Source: an optimization exercise on an open RTL-to-GDS flow (aim: small area and a short achievable clock period). Production flows keep margins and buffers that such runs may drop.
Only simulation tests tie the RTL to the original design; equivalence was not proved.
Power is estimated from default activity; no workload was simulated. The flow treats the clock pin as an ideal source, which a real chip does not have.

== exp/indigo ==
==> flow/design.v <==
package rf_pkg;
  localparam int unsigned DataWidth = 32;
  localparam int unsigned IntgWidth = 7;
  localparam int unsigned WordWidth = DataWidth + IntgWidth;
  localparam int unsigned AddrWidth = 5;
  localparam logic [IntgWidth*DataWidth-1:0] IntgMask = {
    32'h0810_2040,   
    32'h0408_1020,
    32'h0204_0810,
    32'h8102_0408,
    32'h4081_0204,
    32'h2040_8102,
    32'h1020_4081    
  };
endpackage
module rf_intg_check (
  input  logic [rf_pkg::WordWidth-1:0] word_i,
  output logic                         err_o
);
  logic [rf_pkg::DataWidth-1:0] data;
  logic [rf_pkg::IntgWidth-1:0] intg;
  logic [rf_pkg::IntgWidth-1:0] intg_calc;
  assign data = word_i[rf_pkg::DataWidth-1:0];
  assign intg = word_i[rf_pkg::WordWidth-1:rf_pkg::DataWidth];
  always_comb begin
    for (int k = 0; k < rf_pkg::IntgWidth; k++) begin
      intg_calc[k] = ^(data & rf_pkg::IntgMask[32*k +: 32]);
    end
  end
  assign err_o = (intg_calc != intg);
endmodule
module rf_regs #(
  parameter int unsigned NumRegs = 32
) (
  input  logic                         clk_i,
  input  logic                         rst_ni,
  input  logic                         we_i,
  input  logic [rf_pkg::AddrWidth-1:0] waddr_i,
  input  logic [rf_pkg::WordWidth-1:0] wdata_i,
  input  logic                         re_i,
  input  logic [rf_pkg::AddrWidth-1:0] raddr_i,
  output logic [rf_pkg::WordWidth-1:0] rdata_o
);
  logic [rf_pkg::WordWidth-1:0] regs_q [1:NumRegs-1];
  logic [NumRegs-1:1]           valid_q;
  logic [NumRegs-1:1]           we_dec;
  logic [NumRegs-1:1]           re_dec;
  for (genvar i = 1; i < NumRegs; i++) begin : gen_regs
    assign we_dec[i] = we_i & (waddr_i == rf_pkg::AddrWidth'(i));
    always_ff @(posedge clk_i or negedge rst_ni) begin
      if (!rst_ni) begin
        valid_q[i] <= 1'b0;
      end else if (we_dec[i]) begin
        valid_q[i] <= 1'b1;
      end
    end
    always_ff @(posedge clk_i) begin
      if (we_dec[i]) begin
        regs_q[i] <= wdata_i;
      end
    end
  end
  always_comb begin
    rdata_o = '0;
    for (int i = 1; i < NumRegs; i++) begin
      re_dec[i] = re_i & valid_q[i] & (raddr_i == rf_pkg::AddrWidth'(i));
      rdata_o   = rdata_o | ({rf_pkg::WordWidth{re_dec[i]}} & regs_q[i]);
    end
  end
endmodule
module rf_ctrl (
  input  logic                         clk_i,
  input  logic                         rst_ni,
  input  logic                         acc_req_i,
  input  logic                         acc_we_i,
  output logic                         acc_gnt_o,
  output logic                         acc_rvalid_o,
  output logic [rf_pkg::DataWidth-1:0] acc_rdata_o,
  output logic                         acc_err_o,
  output logic                         core_sleep_o,
  output logic                         alert_major_o,
  output logic                         rf_we_o,
  output logic                         rf_re_o,
  input  logic [rf_pkg::WordWidth-1:0] rf_rdata_i
);
  logic                         gnt;
  logic                         rvalid_q;
  logic [rf_pkg::WordWidth-1:0] rword_q;
  logic                         intg_err;
  logic                         alert_q;
  assign gnt       = acc_req_i & ~rvalid_q;
  assign acc_gnt_o = gnt;
  assign rf_we_o = gnt & acc_we_i;
  assign rf_re_o = gnt & ~acc_we_i;
  always_ff @(posedge clk_i or negedge rst_ni) begin
    if (!rst_ni) begin
      rvalid_q <= 1'b0;
      rword_q  <= '0;
    end else begin
      rvalid_q <= gnt;
      rword_q  <= rf_rdata_i;
    end
  end
  rf_intg_check u_intg_check (
    .word_i(rword_q),
    .err_o (intg_err)
  );
  assign acc_rvalid_o = rvalid_q;
  assign acc_rdata_o  = rword_q[rf_pkg::DataWidth-1:0];
  assign acc_err_o    = intg_err;
  always_ff @(posedge clk_i or negedge rst_ni) begin
    if (!rst_ni) begin
      alert_q <= 1'b0;
    end else begin
      alert_q <= alert_q | intg_err;
    end
  end
  assign alert_major_o = alert_q;
  assign core_sleep_o  = ~acc_req_i & ~rvalid_q;
endmodule
module rf_top #(
  parameter int unsigned NumRegs = 32
) (
  input  logic                         clk_i,
  input  logic                         rst_ni,
  input  logic                         acc_req_i,
  output logic                         acc_gnt_o,
  input  logic                         acc_we_i,
  input  logic [rf_pkg::AddrWidth-1:0] acc_addr_i,
  input  logic [rf_pkg::DataWidth-1:0] acc_wdata_i,
  input  logic [rf_pkg::IntgWidth-1:0] acc_wintg_i,
  output logic                         acc_rvalid_o,
  output logic [rf_pkg::DataWidth-1:0] acc_rdata_o,
  output logic                         acc_err_o,
  output logic                         core_sleep_o,
  output logic                         alert_major_o
);
  logic                         rf_we;
  logic                         rf_re;
  logic [rf_pkg::WordWidth-1:0] rf_rdata;
  rf_ctrl u_ctrl (
    .clk_i        (clk_i),
    .rst_ni       (rst_ni),
    .acc_req_i    (acc_req_i),
    .acc_we_i     (acc_we_i),
    .acc_gnt_o    (acc_gnt_o),
    .acc_rvalid_o (acc_rvalid_o),
    .acc_rdata_o  (acc_rdata_o),
    .acc_err_o    (acc_err_o),
    .core_sleep_o (core_sleep_o),
    .alert_major_o(alert_major_o),
    .rf_we_o      (rf_we),
    .rf_re_o      (rf_re),
    .rf_rdata_i   (rf_rdata)
  );
  rf_regs #(
    .NumRegs(NumRegs)
  ) u_regs (
    .clk_i  (clk_i),
    .rst_ni (rst_ni),
    .we_i   (rf_we),
    .waddr_i(acc_addr_i),
    .wdata_i({acc_wintg_i, acc_wdata_i}),
    .re_i   (rf_re),
    .raddr_i(acc_addr_i),
    .rdata_o(rf_rdata)
  );
endmodule
clock: 15.0 ns
lec_check: 0
cap_margin: 10
core_margin: 2
core_utilization: 55
cts_buf_list: sky130_fd_sc_hd__clkbuf_16
cts_cluster_diameter: 80
cts_cluster_size: 30
slew_margin: 10
standard.sh (not shown) runs the stock make flow with config.mk's settings and CLKGATE_MAP_FILE= SYNTH_SCRIPT=/design/flow/synth_recipe.tcl, a recipe that flattens the netlist after the stock synthesis.
==> flow/flow/run.sh <==
#!/bin/bash
# Standard layout, with
# - the final ABC mapping of synthesis aimed at area (flow/synth_area.tcl),
# - the port buffers made plain buffers,
# - the timing repair aimed at a slack margin so it works below the 15 ns
#   constraint.
# All tool output goes to standard.log here and ORFS's logs under orfs/logs.
set -euo pipefail
export AREA_ABC=$(pwd)/flow/area.abc
bash standard.sh \
  SYNTH_SCRIPT=$(pwd)/flow/synth_area.tcl \
  SETUP_SLACK_MARGIN=8.8 \
  "BUFFER_PORTS_ARGS=-buffer_cell sky130_fd_sc_hd__buf_2" \
  finish > standard.log 2>&1
==> flow/flow/area.abc <==
&get -n
&st
&dc2
&syn3
&dch -f
&nf -a -R 1000
&put
==> flow/flow/synth_area.tcl <==
# The standard synthesis (synth_recipe.tcl), except that the final ABC
# mapping uses an area-oriented script (area.abc, named by AREA_ABC)
proc synth {args} { yosys synth -nofsm -noshare {*}$args }
proc abc {args} {
  set i [lsearch -exact $args -script]
  if { $i >= 0 } {
    lset args [expr { $i + 1 }] $::env(AREA_ABC)
  }
  yosys abc {*}$args
}
source $::env(SCRIPTS_DIR)/synth.tcl
# left out here: clear keep_hierarchy, flatten, clean up, hide names made inside functions, write 1_2_yosys.v
[inputs] exp/amber vs exp/indigo
Settings: swapping sky130_fd_sc_hd__clkbuf_16 for sky130_fd_sc_hd__clkbuf_4 sky130_fd_sc_hd__clkbuf_8 in CTS_BUF_LIST; clearing CTS_CLUSTER_DIAMETER, which used to be 80; swapping 55 for 40 in CORE_UTILIZATION; swapping 10 for 30 in CAP_MARGIN; swapping 10 for 30 in SLEW_MARGIN; clearing CTS_CLUSTER_SIZE, which used to be 30.
==> flow/flow/run.sh <==
#!/bin/bash
# Standard layout, with the port buffers made plain buffers and the timing
# repair aimed at a slack margin so it works below the 15 ns constraint.
set -euo pipefail
bash standard.sh \
  SETUP_SLACK_MARGIN=8.5 \
  "BUFFER_PORTS_ARGS=-buffer_cell sky130_fd_sc_hd__buf_2" \
  finish > standard.log 2>&1
removed: flow/flow/area.abc
removed: flow/flow/synth_area.tcl
### Flow results
- In the flow results for exp/amber and exp/indigo, the synthesized-area fraction occupied by ao, oa, aoi and oai cells is larger on exp/amber.
- Changes observed in exp/amber relative to exp/indigo: share of the clock period used by the worst path shows an increase of 0.74 points, number of instances in the synthesized netlist increased by 22% relative to the old numbers.
- Slowest cell on the critical path = nor2b_4: exp/indigo; slowest cell on the critical path = nor2b_2: exp/amber
- Summary — power, exp/amber relative to exp/indigo: higher, by about 23%.
Edits applied to the flow inputs when going from exp/amber to exp/fjord:
Settings: changing CORE_UTILIZATION from 40 to 55; changing SLEW_MARGIN from 30 to 10; changing CTS_BUF_LIST from sky130_fd_sc_hd__clkbuf_4 sky130_fd_sc_hd__clkbuf_8 to sky130_fd_sc_hd__clkbuf_16; setting CTS_CLUSTER_DIAMETER to 80 for the first time; setting CTS_CLUSTER_SIZE to 30 for the first time; changing CAP_MARGIN from 30 to 10.
==> flow/flow/run.sh <==
#!/bin/bash
# Standard layout, with
# - the final ABC mapping of synthesis aimed at area (flow/synth_area.tcl),
# - the port buffers made plain buffers,
# - clock tree synthesis without dummy loads,
# - the timing repair aimed at a slack margin so it works below the 15 ns
#   constraint.
# All tool output goes to standard.log here and ORFS's logs under orfs/logs.
set -euo pipefail
export AREA_ABC=$(pwd)/flow/area.abc
bash standard.sh \
  SYNTH_SCRIPT=$(pwd)/flow/synth_area.tcl \
  SETUP_SLACK_MARGIN=8.8 \
  "CTS_ARGS=-sink_clustering_enable -repair_clock_nets -dont_use_dummy_load -sink_clustering_size 30 -sink_clustering_max_diameter 80 -buf_list sky130_fd_sc_hd__clkbuf_16" \
  "BUFFER_PORTS_ARGS=-buffer_cell sky130_fd_sc_hd__buf_2" \
  finish > standard.log 2>&1
==> flow/flow/area.abc (new file) <==
&get -n
&st
&dc2
&syn3
&dch -f
&nf -a -R 1000
&put
==> flow/flow/synth_area.tcl (new file) <==
# The standard synthesis (synth_recipe.tcl), except that the final ABC
# mapping uses an area-oriented script (area.abc, named by AREA_ABC)
proc synth {args} { yosys synth -nofsm -noshare {*}$args }
proc abc {args} {
  set i [lsearch -exact $args -script]
  if { $i >= 0 } {
    lset args [expr { $i + 1 }] $::env(AREA_ABC)
  }
  yosys abc {*}$args
}
source $::env(SCRIPTS_DIR)/synth.tcl
# left out here: clear keep_hierarchy, flatten, clean up, hide names made inside functions, write 1_2_yosys.v
Against exp/amber as the reference, exp/fjord delivers a lower instance area at placement.
The internal power component in exp/amber is 1.2 times that in exp/fjord.
Flip-flop and latch count came out exactly the same in exp/amber and exp/fjord.
Between exp/amber and exp/fjord, the met1 wire length is higher for exp/amber.
Going from exp/amber to exp/fjord, level count of the clock H-tree shrinks by 2.
Taking exp/amber over exp/fjord, the worst ir drop on vdd ratio works out to 0.62.
Per the comparison of exp/fjord with exp/amber, fraction of area in multi-input gates decreased 1.3 points, delay of the slowest critical-path stage shrank by 70 ps, final non-filler cell total fell 1113.
Modified inputs, exp/cedar compared to exp/fjord
Settings: changing CTS_CLUSTER_SIZE from 30 to 16; changing CORE_UTILIZATION from 55 to 40; changing CAP_MARGIN from 10 to 30; changing CTS_CLUSTER_DIAMETER from 80 to 60; changing SLEW_MARGIN from 10 to 30; changing CTS_BUF_LIST from sky130_fd_sc_hd__clkbuf_16 to sky130_fd_sc_hd__clkbuf_8.
==> flow/flow/run.sh <==
#!/bin/bash
# Standard layout, with the port buffers made plain buffers and the timing
# repair aimed at a slack margin so it works below the 15 ns constraint.
set -euo pipefail
bash standard.sh \
  SETUP_SLACK_MARGIN=8.5 \
  "BUFFER_PORTS_ARGS=-buffer_cell sky130_fd_sc_hd__buf_2" \
  finish > standard.log 2>&1
removed: flow/flow/area.abc
removed: flow/flow/synth_area.tcl
### Flow results
Layout filler cell count on exp/cedar is up relative to exp/fjord.
NOTE placeable core area exp/fjord->exp/cedar increased by more than a quarter
exp/cedar vs. exp/fjord: arrival time at the worst endpoint went up by 110 ps.
exp/fjord → exp/cedar: antenna cell count increased 3, power in the clock group increased about 20%, sequential share of layout area decreased 4.2 points.
Diff exp/fjord -> exp/cedar | initial cell density of the core | decrease of 15 points
exp/cedar vs exp/fjord — share of cells above drive strength 1 rose 2.9 points.
Against exp/fjord, total design power in exp/cedar came out worse.
Inputs modified between exp/cedar and exp/ember:
Settings: CORE_UTILIZATION changed from 40 to 65; CAP_MARGIN changed from 30 to 10; CTS_CLUSTER_SIZE changed from 16 to 30; SLEW_MARGIN changed from 30 to 10; CTS_CLUSTER_DIAMETER changed from 60 to 80; CTS_BUF_LIST changed from sky130_fd_sc_hd__clkbuf_8 to sky130_fd_sc_hd__clkbuf_16; PLACE_DENSITY newly set to 0.75.
==> flow/flow/run.sh <==
#!/bin/bash
# Standard layout, with
# - the final ABC mapping of synthesis aimed at area (flow/synth_area.tcl),
# - the port buffers made plain buffers,
# - clock tree synthesis without dummy loads,
# - the timing repair aimed at a slack margin so it works below the 15 ns
#   constraint.
# All tool output goes to standard.log here and ORFS's logs under orfs/logs.
set -euo pipefail
export AREA_ABC=$(pwd)/flow/area.abc
bash standard.sh \
  SYNTH_SCRIPT=$(pwd)/flow/synth_area.tcl \
  SETUP_SLACK_MARGIN=8.8 \
  "CTS_ARGS=-sink_clustering_enable -repair_clock_nets -dont_use_dummy_load -sink_clustering_size 30 -sink_clustering_max_diameter 80 -buf_list sky130_fd_sc_hd__clkbuf_16" \
  "BUFFER_PORTS_ARGS=-buffer_cell sky130_fd_sc_hd__buf_2" \
  finish > standard.log 2>&1
==> flow/flow/area.abc (new file) <==
&get -n
&st
&dc2
&syn3
&dch -f
&nf -a -R 1000
&put
==> flow/flow/synth_area.tcl (new file) <==
# The standard synthesis (synth_recipe.tcl), except that the final ABC
# mapping uses an area-oriented script (area.abc, named by AREA_ABC)
proc synth {args} { yosys synth -nofsm -noshare {*}$args }
proc abc {args} {
  set i [lsearch -exact $args -script]
  if { $i >= 0 } {
    lset args [expr { $i + 1 }] $::env(AREA_ABC)
  }
  yosys abc {*}$args
}
source $::env(SCRIPTS_DIR)/synth.tcl
# left out here: clear keep_hierarchy, flatten, clean up, hide names made inside functions, write 1_2_yosys.v
Notes after the runs:
- exp/ember vs. exp/cedar: non-clock buffer count fell 8, site row count shrank by 24%, share of power burned in combinational logic went down by 1.9 points.
- Looking at routed wire length across exp/ember and exp/cedar, the one that comes out lower is exp/ember.
- Width of the die: exp/ember lower than exp/cedar
- The number of levels in the clock H-tree in exp/ember sits 1 below the value recorded for exp/cedar.
### exp/ember -> exp/sierra
Settings: CORE_UTILIZATION now 55, was 65; PLACE_DENSITY no longer set, was 0.75.
==> flow/flow/area.abc <==
&get -n
&st
&dc2
&syn3
&dc2
&syn3
&dch -f
&nf -a -R 1000
&put
==> notes.md <==
On proportion of layout cells with a drive suffix above 1, exp/sierra and exp/ember are basically level.
Hold slack (higher): exp/ember
Re starting utilization of the core area: exp/sierra and exp/ember aren't equal, and the lower value belongs to exp/sierra.
Of exp/sierra and exp/ember, the higher synthesized area belongs to exp/ember.
In exp/sierra, the worst-margin pin slew came out 31 ps above the value in exp/ember.
STATUS via count: exp/sierra wins against exp/ember

-- static timing again, ports no longer ideal --
In the flow no input, the clock included, has a driving cell. The finished layouts below were timed again as built, in two steps. Step 1, drivers: a clkbuf_16 drives clk_i and a buf_2 each remaining input, both assumed. Step 2 times the ports against the registers' clock, not the clock port: input delays grow and output delays shrink by t, the midpoint of the rising clock arrivals with the driver on. a / b / c = ideal / step 1 / step 2; a / b = the first two.
run | t, ns | setup WS [ns] | latest minus earliest clock arrival (ns)
exp/indigo | 0.705 | 8.673 / 8.640 / 8.611 | 0.040 / 0.040
exp/amber | 0.917 | 8.562 / 8.538 / 8.285 | 0.059 / 0.059
exp/fjord | 0.693 | 8.673 / 8.640 / 8.640 | 0.071 / 0.071
exp/cedar | 0.833 | 8.561 / 8.537 / 8.317 | 0.072 / 0.071
exp/ember | 0.700 | 8.667 / 8.624 / 8.624 | 0.060 / 0.060
exp/sierra | 0.713 | 8.668 / 8.629 / 8.545 | 0.056 / 0.056
After both steps setup and hold are still met in every run listed. For exp/amber, which loses most, drivers alone change the setup slack by -0.024 ns; drivers and shift together by -0.277 ns.
